Source: an optimization exercise on an open RTL-to-GDS flow (aim: small area and a short achievable clock period). Production flows keep margins and buffers that such runs may drop.
At most, simulation tests tie the RTL to the original design; equivalence was not proved.
Power is estimated from default activity; no workload was simulated.

== run D ==
==> flow/design.v (excerpt) <==
module dma_iface_top (
   input  logic        pcie_clk,
   input  logic        rst_n,
   input  logic [1:0]  host_wr_if_sel,
   input  logic [3:0]  host_wr_mem_sel,
   input  logic [9:0]  host_wr_hi_addr,
   input  logic [31:0] host_wr_hi_data,
   input  logic [3:0]  host_wr_hi_mask,
   input  logic        host_wr_hi_en,
   input  logic [9:0]  host_wr_lo_addr,
   input  logic [31:0] host_wr_lo_data,
   input  logic [3:0]  host_wr_lo_mask,
   input  logic        host_wr_lo_en,
   input  logic [1:0]  host_rd_if_sel,
   input  logic [3:0]  host_rd_mem_sel,
   input  logic [9:0]  host_rd_addr_hi,
   input  logic        host_rd_en_hi,
   input  logic [9:0]  host_rd_addr_lo,
   input  logic        host_rd_en_lo,
   output logic [31:0] host_rd_data_hi,
   output logic [31:0] host_rd_data_lo,
   input  logic [2:0]  max_payload_size,
   input  logic [2:0]  max_read_req_size,
   output logic        iface_rdy,
   output logic [63:0] tx_dsc_mask,
   output logic [63:0] rx_dsc_mask,
   output logic [15:0] rx_byte_wait,
   input  logic [3:0]  dsc_rd_addr,
   input  logic        dsc_rd_en,
   output logic [63:0] dsc_rd_data,
   output logic        dsc_rd_valid,
   input  logic [3:0]  dsc_clr_addr,
   input  logic        dsc_clr_en
);
   localparam logic [31:0] NO_DATA = 32'hdeadbeef;
   logic [3:0] rst_cnt;
   logic       soft_reset;
   logic       restart;
   logic       rdy_o, rdy_w, rdy_c;
   assign restart = !rst_n || soft_reset;
   always_ff @(posedge pcie_clk) begin
      if (restart) begin
         rst_cnt <= 4'd0;
      end else if (!rdy_c) begin
         rst_cnt <= rst_cnt + 4'd1;
      end
   end
   always_ff @(posedge pcie_clk) begin
      rdy_o <= !restart && (rdy_o || rst_cnt == 4'hf);
      rdy_w <= !restart && (rdy_w || rst_cnt == 4'hf);
      rdy_c <= !restart && (rdy_c || rst_cnt == 4'hf);
   end
   assign iface_rdy = rdy_o;
   logic wr_ok, wr_cfg, wr_dsc, rd_cfg;
   assign wr_ok  = rdy_w && (host_wr_if_sel == 2'd0);
   assign wr_cfg = wr_ok && (host_wr_mem_sel == 4'd0);
   assign wr_dsc = wr_ok && (host_wr_mem_sel == 4'd1);
   assign rd_cfg = (host_rd_if_sel == 2'd0) && (host_rd_mem_sel == 4'd0);
   logic cfg_hi_en, cfg_lo_en;
   assign cfg_hi_en = wr_cfg && host_wr_hi_en;
   assign cfg_lo_en = wr_cfg && host_wr_lo_en;
  ...
==> flow/config.mk <==
export PLATFORM = sky130hd
export DESIGN_NAME = dma_iface_top
export DESIGN_NICKNAME = dma_iface_top
export VERILOG_FILES = /design/flow/design.v
export SDC_FILE = /design/flow/constraint.sdc
export NUM_CORES = 4
export LEC_CHECK = 0
export CAP_MARGIN = 20
export CORE_MARGIN = 2
export CORE_UTILIZATION = 50
export CTS_CLUSTER_DIAMETER = 60
export CTS_CLUSTER_SIZE = 24
export PLACE_DENSITY = 0.65
export SETUP_SLACK_MARGIN = 1.9
export SLEW_MARGIN = 20
export SYNTH_HIERARCHICAL = 1
==> flow/constraint.sdc <==
create_clock -name core_clock -period 4.0 [get_ports {pcie_clk}]
set_input_delay 0.8000 -clock core_clock [delete_from_list [all_inputs] [get_ports {pcie_clk}]]
set_output_delay 0.8000 -clock core_clock [all_outputs]
set_load 0.01 [all_outputs]
standard.sh (not shown) runs the stock make flow with config.mk's settings and CLKGATE_MAP_FILE= SYNTH_SCRIPT=/design/flow/synth_recipe.tcl, a recipe that flattens the netlist after the stock synthesis.
==> flow/flow/run.sh <==
#!/bin/bash
# standard synthesis, then the standard layout with plain buffers on the ports
# and a clock tree without dummy balancing loads
set -euo pipefail
bash standard.sh synth > synth.log 2>&1
bash standard.sh "BUFFER_PORTS_ARGS=-buffer_cell sky130_fd_sc_hd__buf_2" \
   "CTS_ARGS=-sink_clustering_enable -repair_clock_nets -sink_clustering_size 24 -sink_clustering_max_diameter 60 -dont_use_dummy_load" \
   "REMOVE_ABC_BUFFERS=1" finish > layout.log 2>&1
Relative to run D, the following input files were edited for run B:
-- flow/design.v --
<<< run D, line 249
   logic [15:0] rd_sel;
   logic [63:0] rd_next;
   always_comb begin
      for (int e = 0; e < 16; e++) rd_sel[e] = dsc_rd_en && (dsc_rd_addr == 4'(e));
      rd_next = dsc_rd_data & {64{!dsc_rd_en}};
      for (int e = 0; e < 16; e++) rd_next = rd_next | (mem[e] & {64{rd_sel[e]}});
>>> run B, line 249
   logic [15:0] rd_sel;
   logic [63:0] rd_next;
   logic [3:0]  rd_a_n;
   logic        rd_en_n;
   logic [15:0] rd_hit_n;
   iface_nor #(.N(1)) u_rd_a_n [3:0] (.a (dsc_rd_addr), .y (rd_a_n));
   iface_nor #(.N(1)) u_rd_en_n (.a (dsc_rd_en), .y (rd_en_n));
   for (genvar e = 0; e < 16; e++) begin : g_rd_sel
      iface_nand #(.N(4)) u_hit (
         .a ({e[3] ? dsc_rd_addr[3] : rd_a_n[3], e[2] ? dsc_rd_addr[2] : rd_a_n[2],
              e[1] ? dsc_rd_addr[1] : rd_a_n[1], e[0] ? dsc_rd_addr[0] : rd_a_n[0]}),
         .y (rd_hit_n[e]));
      iface_nor #(.N(2)) u_sel (.a ({rd_hit_n[e], rd_en_n}), .y (rd_sel[e]));
   end
   always_comb begin
      rd_next = dsc_rd_data & {64{!dsc_rd_en}};
      for (int e = 0; e < 16; e++) rd_next = rd_next | (mem[e] & {64{rd_sel[e]}});
==> results.txt <==
Lower number of instances in the synthesized netlist was reported by run B, not run D.
Run D → run B: die extent in x saw a decrease, clock distribution area overhead in the final layout saw a decrease, combinational logic power fell about 7%.
Summary: with run D as the reference, count of different cell masters after synthesis in run B moved down by more than 10%.
Looking only at share of total power in the clock network, and setting everything else aside, the lower value of run D and run B goes to run B.

* * *

Starting RTL as in the previous note.
## dma_iface_top
module dma_iface_top (
   input  logic        pcie_clk,
   input  logic        rst_n,
   input  logic [1:0]  host_wr_if_sel,
   input  logic [3:0]  host_wr_mem_sel,
   input  logic [9:0]  host_wr_hi_addr,
   input  logic [31:0] host_wr_hi_data,
   input  logic [3:0]  host_wr_hi_mask,
   input  logic        host_wr_hi_en,
   input  logic [9:0]  host_wr_lo_addr,
   input  logic [31:0] host_wr_lo_data,
   input  logic [3:0]  host_wr_lo_mask,
   input  logic        host_wr_lo_en,
   input  logic [1:0]  host_rd_if_sel,
   input  logic [3:0]  host_rd_mem_sel,
   input  logic [9:0]  host_rd_addr_hi,
   input  logic        host_rd_en_hi,
   input  logic [9:0]  host_rd_addr_lo,
   input  logic        host_rd_en_lo,
   output logic [31:0] host_rd_data_hi,
   output logic [31:0] host_rd_data_lo,
   input  logic [2:0]  max_payload_size,
   input  logic [2:0]  max_read_req_size,
   output logic        iface_rdy,
   output logic [63:0] tx_dsc_mask,
   output logic [63:0] rx_dsc_mask,
   output logic [15:0] rx_byte_wait,
   input  logic [3:0]  dsc_rd_addr,
   input  logic        dsc_rd_en,
   output logic [63:0] dsc_rd_data,
   output logic        dsc_rd_valid,
   input  logic [3:0]  dsc_clr_addr,
   input  logic        dsc_clr_en
);
Settings: LEC_CHECK=0, CAP_MARGIN=20, CORE_MARGIN=2, CORE_UTILIZATION=50, CTS_CLUSTER_DIAMETER=60, CTS_CLUSTER_SIZE=24, PLACE_DENSITY=0.65, SETUP_SLACK_MARGIN=1.9, SLEW_MARGIN=20, SYNTH_HIERARCHICAL=1; clock period 4.0 ns.
==> flow/flow/run.sh <==
#!/bin/bash
# standard synthesis, then the standard layout with plain buffers on the ports
set -euo pipefail
bash standard.sh synth > synth.log 2>&1
bash standard.sh "BUFFER_PORTS_ARGS=-buffer_cell sky130_fd_sc_hd__buf_2" finish > layout.log 2>&1
The baseline completed without violations.
==> next run, changes <==
--- a/flow/design.v
+++ b/flow/design.v
@@ -242,21 +242,37 @@
       for (int e = 0; e < 16; e++) begin
          for (int b = 0; b < 4; b++) begin
             if (hi_we[4*e+b]) mem[e][32+8*b +: 8] <= host_wr_hi_data[8*b +: 8];
             if (lo_we[4*e+b]) mem[e][8*b +: 8]    <= host_wr_lo_data[8*b +: 8];
          end
       end
    end
    logic [15:0] rd_sel;
+   logic        rd_hold;
    logic [63:0] rd_next;
    always_comb begin
       for (int e = 0; e < 16; e++) rd_sel[e] = dsc_rd_en && (dsc_rd_addr == 4'(e));
-      rd_next = dsc_rd_data & {64{!dsc_rd_en}};
-      for (int e = 0; e < 16; e++) rd_next = rd_next | (mem[e] & {64{rd_sel[e]}});
+   end
+   assign rd_hold = !dsc_rd_en;
+   for (genvar i = 0; i < 64; i++) begin : g_rd_bit
+      logic [5:0] part_n;
+      logic [1:0] half;
+      for (genvar k = 0; k < 5; k++) begin : g_part
+         iface_aoi222 u_part (
+            .a1 (rd_sel[3*k]),   .a2 (mem[3*k][i]),
+            .b1 (rd_sel[3*k+1]), .b2 (mem[3*k+1][i]),
+            .c1 (rd_sel[3*k+2]), .c2 (mem[3*k+2][i]),
+            .y  (part_n[k]));
+      end
+      iface_aoi22 u_last (.a1 (rd_sel[15]), .a2 (mem[15][i]),
+                          .b1 (rd_hold), .b2 (dsc_rd_data[i]), .y (part_n[5]));
+      iface_nand #(.N(3)) u_half0 (.a (part_n[2:0]), .y (half[0]));
+      iface_nand #(.N(3)) u_half1 (.a (part_n[5:3]), .y (half[1]));
+      assign rd_next[i] = half[0] | half[1];
    end
    always_ff @(posedge pcie_clk) begin
       dsc_rd_data <= rd_next;
    end
    logic [15:0] valid;
    always_ff @(posedge pcie_clk) begin
       if (!rdy_c) begin
          valid        <= '0;
@@ -284,16 +300,36 @@
    input  logic a1,
    input  logic a2,
    input  logic b1,
    input  logic b2,
    output logic y
 );
    assign y = (a1 & a2) | (b1 & b2);
 endmodule
+module iface_aoi222 (
+   input  logic a1,
+   input  logic a2,
+   input  logic b1,
+   input  logic b2,
+   input  logic c1,
+   input  logic c2,
+   output logic y
+);
+   assign y = !((a1 & a2) | (b1 & b2) | (c1 & c2));
+endmodule
+module iface_aoi22 (
+   input  logic a1,
+   input  logic a2,
+   input  logic b1,
+   input  logic b2,
+   output logic y
+);
+   assign y = !((a1 & a2) | (b1 & b2));
+endmodule
 module iface_nor #(
    parameter int N = 2
 ) (
    input  logic [N-1:0] a,
    output logic         y
 );
    assign y = !(|a);
 endmodule
What happened: The changed run ran to the end with no violations; final area went down by 0.74%; combinational power went up by about 6%; setup slack gets worse by 95 ps; clock-buffer cell count shrinks by 2; sequential share of layout area went up by 0.47 points; power rose by about 0.47%; via count decreases by 4.9%; wire length shrinks by about 4.6%; sequential cell count is unchanged; maximum frequency shrinks by about 4%.
No functional check of the RTL was part of the second run of this note.

==> re-timing with driven ports <==
The flow's constraints put no driver on any port. The routed layouts listed below were extracted and timed again, unchanged, in two steps. Step 1: set_driving_cell puts a clkbuf_16 on pcie_clk and a buf_2 on each other input, an assumption about the parent block. Step 2, shift: input delay + t, output delay - t, t = (earliest + latest rising clock arrival at the registers) / 2. This alone moves slack from input paths to output paths. Three values: ideal ports, drivers, drivers and shift; two values: the first two.
run	t (ns)	setup WS [ns]	worst register clock-pin slew, ns	worst data-port slew with drivers (ns)
run D	0.728	1.874 / 1.841 / 1.187	0.09 / 0.09	0.12
run B	0.709	1.807 / 1.831 / 1.123	0.09 / 0.09	0.10
the first run of note 2	0.736	1.853 / 1.855 / 1.131	0.10 / 0.10	0.12
the second run of note 2	0.739	1.758 / 1.785 / 1.046	0.09 / 0.09	0.11
After both steps setup and hold are still met in every run listed. For the first run of note 2, which loses most, drivers alone change the setup slack by +0.002 ns; drivers and shift together by -0.722 ns.
